From an optimization exercise on the open Yosys and OpenROAD flow, aimed at small area, a short achievable clock period and few clock cycles; shortcuts taken in it are not production practice.
RTL that was checked went through simulation tests only; none was proved equivalent to the original.
Power and IR drop assume default switching activity.

== the previous run ==
## csr_nfa_top
module csr_nfa_top
(
	input logic clk,
	input logic reset,
	input csr_nfa_pkg::state_idx_t num_states,
	output logic char_ready,
	input logic char_valid,
	input csr_nfa_pkg::symbol_t char_a,
	input csr_nfa_pkg::symbol_t char_b,
	output logic rd_en,
	output csr_nfa_pkg::line_addr_t rd_addr,
	input csr_nfa_pkg::mem_line_t rd_data,
	output logic accept_a,
	output logic accept_b
);
Size: ~3,200 cells after synthesis, roughly 560 flip-flops, about 0.029 mm^2 of cells after synthesis.
==> flow/config.mk <==
export PLATFORM = sky130hd
export DESIGN_NAME = csr_nfa_top
export DESIGN_NICKNAME = csr_nfa_top
export VERILOG_FILES = /design/flow/design.v
export SDC_FILE = /design/flow/constraint.sdc
export NUM_CORES = 4
export LEC_CHECK = 0
export ABC_AREA = 0
export CAP_MARGIN = 35
export CELL_PAD_IN_SITES_DETAIL_PLACEMENT = 0
export CELL_PAD_IN_SITES_GLOBAL_PLACEMENT = 1
export CORE_MARGIN = 2
export CORE_UTILIZATION = 45
export CTS_CLUSTER_DIAMETER = 80
export CTS_CLUSTER_SIZE = 22
export SETUP_SLACK_MARGIN = 5
export SLEW_MARGIN = 35
==> flow/constraint.sdc <==
create_clock -name core_clock -period 10.0 [get_ports {clk}]
set_input_delay 2.0000 -clock core_clock [delete_from_list [all_inputs] [get_ports {clk}]]
set_output_delay 2.0000 -clock core_clock [all_outputs]
set_load 0.01 [all_outputs]
standard.sh (not shown) runs the stock make flow with config.mk's settings and CLKGATE_MAP_FILE= SYNTH_SCRIPT=/design/flow/synth_recipe.tcl, a recipe that flattens the netlist after the stock synthesis.
==> flow/flow/run.sh <==
#!/bin/bash
# The standard layout, with repair_timing aiming at a larger setup margin
set -euo pipefail
bash standard.sh SETUP_SLACK_MARGIN=6.6 finish > standard_run.log 2>&1
Here is what was changed in the inputs of the current run compared with the previous run.
-- flow/design.v --
<<< the previous run, line 227
	assign quiet_next = running && !quiet && (pend == '0) && !ir_ptr && !ir_edge && !dt_ptr
		&& (rem == '0) && !s_act && (cnt_a <= 7'd1) && (acc_pa == '0) && (cnt_b <= 7'd1) && (acc_pb == '0);
	assign ptr_issue = !quiet && (pend != '0) && !dt_ptr && !dt_spec && hold_ok && !ir_ptr;
	assign spec_issue = running && !quiet && (pend == '0) && (rem == '0) && !s_act
		&& !ir_ptr && !dt_ptr && !ir_spec && !dt_spec && !spec_held && need_new[0];
>>> the current run, line 227
	assign quiet_next = running && !quiet && (pend == '0) && !ir_ptr && !ir_edge && !dt_ptr
		&& (rem == '0) && !s_act && (cnt_a <= 7'd1) && (acc_pa == '0) && (cnt_b <= 7'd1) && (acc_pb == '0);
	logic [3:0] rem_next;
	logic early_ok;
	assign rem_next = (dt_la | dt_lb) & ~p_eq;
	assign early_ok = (rem == '0) && ((rem_next & (rem_next - 4'd1)) == '0) && ((rem_next == '0) || !s_act || s_is_last);
	assign ptr_issue = !quiet && (pend != '0) && !dt_spec && !ir_ptr && (dt_ptr ? early_ok : hold_ok);
	assign spec_issue = running && !quiet && (pend == '0) && (rem == '0) && !s_act
		&& !ir_ptr && !dt_ptr && !ir_spec && !dt_spec && !spec_held && need_new[0];
[summary]
Relative to the previous run, the mean routed wirelength per cell of the current run is lower by 2.5%.
Measured against each other, the current run and the previous run differ in count of cells along the worst hold path, the higher figure coming from the current run.
Sort the current run and the previous run by routed wire length, ascending, and the current run comes first.
The final reports for the current run and the previous run show post-detailed-placement half-perimeter wirelength lower in the former.
Delta (the current run minus the previous run): via count barely changed, post-placement setup slack fell by 2450 ps, worst setup slack now sits lower.
Layout-stage area growth over the synthesis result (the current run over the previous run): increase, 3.6 points
Per the comparison of the current run with the previous run, share of total power in combinational logic climbed 2.3 points, depth of the worst register-to-register path climbed 3, shortest clock period the worst path allows after layout higher.
On the current run: buffer count from post-CTS setup fixing is 13% higher than what the previous run gave.
No run of this note included a check of the RTL's function; only the layout flow was run.

========
Another version of the RTL of csr_nfa_top (not shown whole).
Size: about 3200 cells after synthesis, ~560 flip-flops, about 190 I/O pins, ~29000 um2 of cells after synthesis.
export LEC_CHECK = 0
export ABC_AREA = 0
export CAP_MARGIN = 35
export CELL_PAD_IN_SITES_DETAIL_PLACEMENT = 0
export CELL_PAD_IN_SITES_GLOBAL_PLACEMENT = 1
export CORE_MARGIN = 2
export CORE_UTILIZATION = 45
export CTS_CLUSTER_DIAMETER = 80
export CTS_CLUSTER_SIZE = 22
export SETUP_SLACK_MARGIN = 5
export SLEW_MARGIN = 35
create_clock -name core_clock -period 10.0 [get_ports {clk}]
Scripts as last shown in full above: flow/flow/run.sh
Testbench counts at the start, summed over its fixed seeds: cycles 100,107.
Rerun with:
--- a/flow/design.v
+++ b/flow/design.v
@@ -220,24 +220,18 @@
 	assign s_act = s_busy && !fl_last;
 	assign rem_single = (d_oh == rem);
 	assign s_is_last = (s_line == s_last);
 	assign hold_ok = (rem == '0) || (rem_single && (!s_act || s_is_last));
 	assign edge_ok = running;
 	assign cnt_a_nx = 8'(cnt_a) - 8'(cnt_a != '0) + 8'(acc_pa[0]) + 8'(acc_pa[1]) + 8'(acc_pa[2]) + 8'(acc_pa[3]);
 	assign cnt_b_nx = 8'(cnt_b) - 8'(cnt_b != '0) + 8'(acc_pb[0]) + 8'(acc_pb[1]) + 8'(acc_pb[2]) + 8'(acc_pb[3]);
 	assign quiet_next = running && !quiet && (pend == '0) && !ir_ptr && !ir_edge && !dt_ptr
-		&& (rem == '0) && !s_act && (cnt_a <= 7'd1) && (acc_pa == '0) && (cnt_b <= 7'd1) && (acc_pb == '0);
-	logic [3:0] act_next;
-	logic ptr_norm;
-	logic early_ok;
-	assign act_next = dt_la | dt_lb;
-	assign early_ok = dt_ptr && (rem == '0) && (!s_act || s_is_last) && ((act_next & (act_next - 4'd1)) == '0);
-	assign ptr_norm = !dt_ptr && !dt_spec && hold_ok;
-	assign ptr_issue = !quiet && (pend != '0) && !ir_ptr && (ptr_norm || early_ok);
+		&& (rem == '0) && !s_act && (cnt_a_nx == 8'd0) && (cnt_b_nx == 8'd0);
+	assign ptr_issue = !quiet && (pend != '0) && !dt_ptr && !dt_spec && hold_ok && !ir_ptr;
 	assign spec_issue = running && !quiet && (pend == '0) && (rem == '0) && !s_act
 		&& !ir_ptr && !dt_ptr && !ir_spec && !dt_spec && !spec_held && need_new[0];
 	assign ptr_oh = low_oh(pend);
 	logic gap_empty;
 	logic [1:0] d_idx;
 	always_comb
 	begin
 		gap_empty = 1'b1;
=> The changed run finished clean; design area goes down slightly; setup slack gets worse by 0.47 ns; first-iteration DRC count goes up by a few percent; die area goes down slightly; via count goes up slightly; total power goes down by about a fifth; routed wire length goes up slightly; final cell count goes down slightly; sequential cell count stays the same; fmax goes down by roughly a tenth; worst hold slack is about the same.
No functional check of the RTL was part of the second run of this note.

## what the ideal ports hide
How much do the figures lean on ideal ports? The routed layouts below were timed once more, with nothing changed but the port constraints. Step 1 assumes that a clkbuf_16 drives the clock port and a buf_2 every other input. Step 2 times the ports against the registers' clock, not the clock port: input delays grow and output delays shrink by t, the midpoint of the rising clock arrivals with the driver on. Slacks: no drivers / after step 1 / after step 2; pairs: no drivers / after step 1.
| run | shift t [ns] | setup WS [ns] | worst setup path at the end |
|---|---|---|---|
| the previous run | 0.643 | 6.469 / 6.476 / 5.834 | input to register |
| the current run | 0.660 | 5.075 / 5.089 / 4.429 | input to register |
| the first run of note 2 | 0.659 | 6.493 / 6.513 / 5.854 | input to register |
| the second run of note 2 | 0.656 | 6.028 / 6.028 / 5.773 | input to register |
After both steps every run listed still meets setup and hold. For the current run, which loses most, drivers alone change the setup slack by +0.014 ns; drivers and shift together by -0.646 ns.
